Background: an optimization exercise with open tools, aiming at a short achievable clock period and few clock cycles per item. Do not read the settings as production practice.
Power is estimated from default activity; no workload was simulated.

== v6 ==
==> flow/design.v (excerpt) <==
module dmem_responder
#(
  parameter int DEPTH   = DEPTH_DEF,
  parameter int LATENCY = LATENCY_DEF
) (
  input  logic        clk,
  input  logic        rst_n,
  input  logic        req_valid,
  output logic        req_ready,
  input  logic        req_write,
  input  logic [31:0] req_addr,
  input  logic [31:0] req_wdata,
  output logic        rsp_valid,
  input  logic        rsp_ready,
  output logic [31:0] rsp_rdata,
  output logic        rsp_err
);
Settings: LEC_CHECK=0, ABC_CLOCK_PERIOD_IN_PS=1700, CAP_MARGIN=20, CORE_MARGIN=2, CORE_UTILIZATION=65, CTS_CLUSTER_DIAMETER=50, CTS_CLUSTER_SIZE=30, PLACE_DENSITY=0.7, SETUP_SLACK_MARGIN=3.3, SLEW_MARGIN=20; clock period 5.0 ns.
run.sh (not shown) runs the stock make flow with config.mk's settings and CLKGATE_MAP_FILE= SYNTH_SCRIPT=/design/flow/synth_recipe.tcl, a recipe that flattens the netlist after the stock synthesis.
Having completed the whole flow, v6 delivered a layout that passed the timing, DRC and antenna checks.
Input-level comparison between v7 and v6:
Settings: a deleted CTS_CLUSTER_DIAMETER that had been 50; a change of CORE_UTILIZATION from 65 to 40; a deleted PLACE_DENSITY that had been 0.7; a deleted CTS_CLUSTER_SIZE that had been 30.
Notes after the runs:
v7: no failed stages, no open violations at the end
Looking at buffers inserted during post-CTS setup optimization, v7 sits above v6.
Looking at slack of the critical path across both flows, v7 is the stronger of the two, with v6 trailing.
Summary of v7 over v6: clock power went up by about 20%, routed wire length went up by 7.6%, global-route usage went down by 12 points, clock buffer count went up by 127.
v7 vs. v6: final non-filler cell area now larger, cell depth of the worst flop-to-flop path increased 1, proportion of layout cells with a drive suffix above 1 has increased, combined area of the multi-input logic cells rose 200 um^2.
Function was not checked in any run of this note: the RTL went through the layout flow alone.

========
## before
The RTL this note starts from:
==> flow/design.v <==
package dmem_responder_pkg;
  localparam int DEPTH_DEF   = 64;
  localparam int LATENCY_DEF = 2;
endpackage
import dmem_responder_pkg::*;
module dmem_array
#(
  parameter  int DEPTH = DEPTH_DEF,
  parameter  int GW    = 8,
  localparam int NG    = DEPTH / GW
) (
  input  logic             clk,
  input  logic [DEPTH-1:0] we,      
  input  logic [31:0]      wdata,
  input  logic [DEPTH-1:0] rsel,    
  output logic [NG-1:0][31:0] part   
);
  logic [DEPTH-1:0][31:0] mem;
  always_ff @(posedge clk) begin
    for (int i = 0; i < DEPTH; i++) begin
      if (we[i]) mem[i] <= wdata;
    end
  end
  always_ff @(posedge clk) begin
    for (int g = 0; g < NG; g++) begin
      logic [31:0] acc;
      acc = '0;
      for (int k = 0; k < GW; k++) begin
        acc = acc | ({32{rsel[g*GW+k]}} & mem[g*GW+k]);
      end
      part[g] <= acc;
    end
  end
endmodule
import dmem_responder_pkg::*;
module dmem_responder
#(
  parameter int DEPTH   = DEPTH_DEF,
  parameter int LATENCY = LATENCY_DEF
) (
  input  logic        clk,
  input  logic        rst_n,
  input  logic        req_valid,
  output logic        req_ready,
  input  logic        req_write,
  input  logic [31:0] req_addr,
  input  logic [31:0] req_wdata,
  output logic        rsp_valid,
  input  logic        rsp_ready,
  output logic [31:0] rsp_rdata,
  output logic        rsp_err
);
  localparam int AW = $clog2(DEPTH);
  localparam int GW = 8;
  localparam int NG = DEPTH / GW;
  localparam int QD = 4;            
  logic             accept;
  logic             reqErr;
  logic [DEPTH-1:0] dec;
  assign accept = req_valid && req_ready;
  assign reqErr = (req_addr[1:0] != 2'b00) || (req_addr[31:AW+2] != '0);
  always_comb begin
    for (int i = 0; i < DEPTH; i++) begin
      dec[i] = (req_addr[AW+1:2] == AW'(i));
    end
  end
  logic             v1;       
  logic             v2;       
  logic             err1;
  logic             err2;
  logic [DEPTH-1:0] weQ;      
  logic [DEPTH-1:0] weEff;    
  logic [DEPTH-1:0] rselQ;
  logic [31:0]      wdataQ;
  logic [DEPTH-1:0] wvalid;   
  assign weEff = err1 ? '0 : weQ;
  always_ff @(posedge clk or negedge rst_n) begin
    if (!rst_n) begin
      v1     <= 1'b0;
      v2     <= 1'b0;
      weQ    <= '0;
      wvalid <= '0;
    end else begin
      v1     <= accept;
      v2     <= v1;
      weQ    <= (accept && req_write) ? dec : '0;
      wvalid <= wvalid | weEff;
    end
  end
  always_ff @(posedge clk) begin
    err1   <= reqErr;
    err2   <= err1;
    wdataQ <= req_wdata;
    rselQ  <= req_write ? '0 : (dec & (wvalid | weEff));
  end
  logic [NG-1:0][31:0] part;
  logic [31:0]         resData;
  dmem_array #(.DEPTH(DEPTH), .GW(GW)) u_array (
    .clk   (clk),
    .we    (weEff),
    .wdata (wdataQ),
    .rsel  (rselQ),
    .part  (part)
  );
  always_comb begin
    resData = '0;
    for (int g = 0; g < NG; g++) resData = resData | part[g];
    if (err2) resData = '0;
  end
  logic [31:0] qData [QD];
  logic        qErr  [QD];
  logic [2:0]  qCnt;
  logic [1:0]  qRp;
  logic [1:0]  qWp;
  logic        hv;        
  logic [31:0] hData;     
  logic        hErr;
  logic        rdyQ;
  logic [2:0]  nOut;      
  logic        pop;
  logic [1:0]  qRp1;
  logic [31:0] keepData;  
  logic        keepErr;
  logic [31:0] nextData;  
  logic        nextErr;
  assign pop  = hv && rsp_ready;
  assign qRp1 = qRp + 2'd1;
  always_comb begin
    keepData = hv ? qData[qRp] : resData;
    keepErr  = hv ? qErr[qRp]  : err2;
    if (qCnt >= 3'd2) begin
      nextData = qData[qRp1];
      nextErr  = qErr[qRp1];
    end else if (hv) begin
      nextData = resData;
      nextErr  = err2;
    end else begin
      nextData = keepData;
      nextErr  = keepErr;
    end
  end
  logic [2:0] qCntNext;
  assign qCntNext = qCnt + {2'b0, v2} - {2'b0, pop};
  always_ff @(posedge clk or negedge rst_n) begin
    if (!rst_n) begin
      qCnt <= 3'd0;
      hv   <= 1'b0;
      qRp  <= 2'd0;
      qWp  <= 2'd0;
    end else begin
      qCnt <= qCntNext;
      hv   <= (qCntNext != 3'd0);
      if (pop) qRp <= qRp1;
      if (v2) qWp <= qWp + 2'd1;
    end
  end
  always_ff @(posedge clk) begin
    if (v2) begin
      qData[qWp] <= resData;
      qErr[qWp]  <= err2;
    end
    hData <= rsp_ready ? nextData : keepData;
    hErr  <= rsp_ready ? nextErr  : keepErr;
  end
  logic [2:0] nNext;
  assign nNext = nOut + {2'b0, accept} - {2'b0, pop};
  always_ff @(posedge clk or negedge rst_n) begin
    if (!rst_n) begin
      nOut <= 3'd0;
      rdyQ <= 1'b0;
    end else begin
      nOut <= nNext;
      rdyQ <= (nNext < 3'(QD));
    end
  end
  assign req_ready = rdyQ;
  assign rsp_valid = hv;
  assign rsp_rdata = hData;
  assign rsp_err   = hErr;
endmodule
Settings: LEC_CHECK=0, ABC_CLOCK_PERIOD_IN_PS=1700, CAP_MARGIN=20, CORE_MARGIN=2, CORE_UTILIZATION=65, PLACE_DENSITY=0.7, SETUP_SLACK_MARGIN=3.0, SLEW_MARGIN=20; clock period 5.0 ns.
Modified inputs, after compared to before
# before
export LEC_CHECK = 0
export ABC_CLOCK_PERIOD_IN_PS = 1700
export CAP_MARGIN = 20
export CORE_MARGIN = 2
export CORE_UTILIZATION = 65
export PLACE_DENSITY = 0.7
export SETUP_SLACK_MARGIN = 3.0
export SLEW_MARGIN = 20
create_clock -name core_clock -period 5.0 [get_ports {clk}]
# after
export LEC_CHECK = 0
export ABC_CLOCK_PERIOD_IN_PS = 1500
export CAP_MARGIN = 20
export CORE_MARGIN = 2
export CORE_UTILIZATION = 50
export CTS_BUF_LIST = sky130_fd_sc_hd__clkbuf_16
export CTS_CLUSTER_DIAMETER = 60
export CTS_CLUSTER_SIZE = 30
export SETUP_SLACK_MARGIN = 3.0
export SLEW_MARGIN = 20
create_clock -name core_clock -period 5.0 [get_ports {clk}]
==> run notes <==
Setup slack in after vs before: up 0.089 ns. Changes observed in after relative to before: buffer levels on the longest clock path saw a decrease, combinational logic power saw an increase. The final weighted congestion of routability-driven global placement of after falls short of that of before by 2.9%. Against before, after reports a final instance count without filler cells that is higher. Critical path depth for after is lower than for before. Comparing after against before, there is no change at all in cell count after synthesis. after vs. before: width of the chip went up 53 um; period utilization -1.8 points; detailed-route via count fell by 2208. In after relative to before, non-clock buffer count in the final layout had gone up by a few percent.
No run of this note included a check of the RTL's function; only the layout flow was run.

==> re-timing with driven ports <==
How much do the figures lean on ideal ports? The routed layouts below were timed once more, with nothing changed but the port constraints.
Step 1 (the two cells are an assumption about what drives the block):
set clk [get_ports {clk}]
set_driving_cell -lib_cell sky130_fd_sc_hd__clkbuf_16 $clk
set_driving_cell -lib_cell sky130_fd_sc_hd__buf_2 [delete_from_list [all_inputs] $clk]
Step 2 times the ports against the registers' clock, not the clock port: input delays grow and output delays shrink by t, the midpoint of the rising clock arrivals with the driver on.
Slacks: no drivers / after step 1 / after step 2; pairs: no drivers / after step 1.
run | t (ns) | setup WS [ns] | worst slew at a driven data input, ns
v6 | 0.886 | 2.071 / 2.071 / 2.025 | 0.17
v7 | 0.920 | 2.115 / 2.115 / 2.105 | 0.19
before | 0.955 | 2.467 / 2.392 / 1.911 | 0.24
after | 0.919 | 2.556 / 2.459 / 1.854 | 0.19
After both steps every run listed still meets setup and hold. The setup slack of after, which loses most, moves by -0.097 ns with the drivers and by -0.702 ns with both steps.
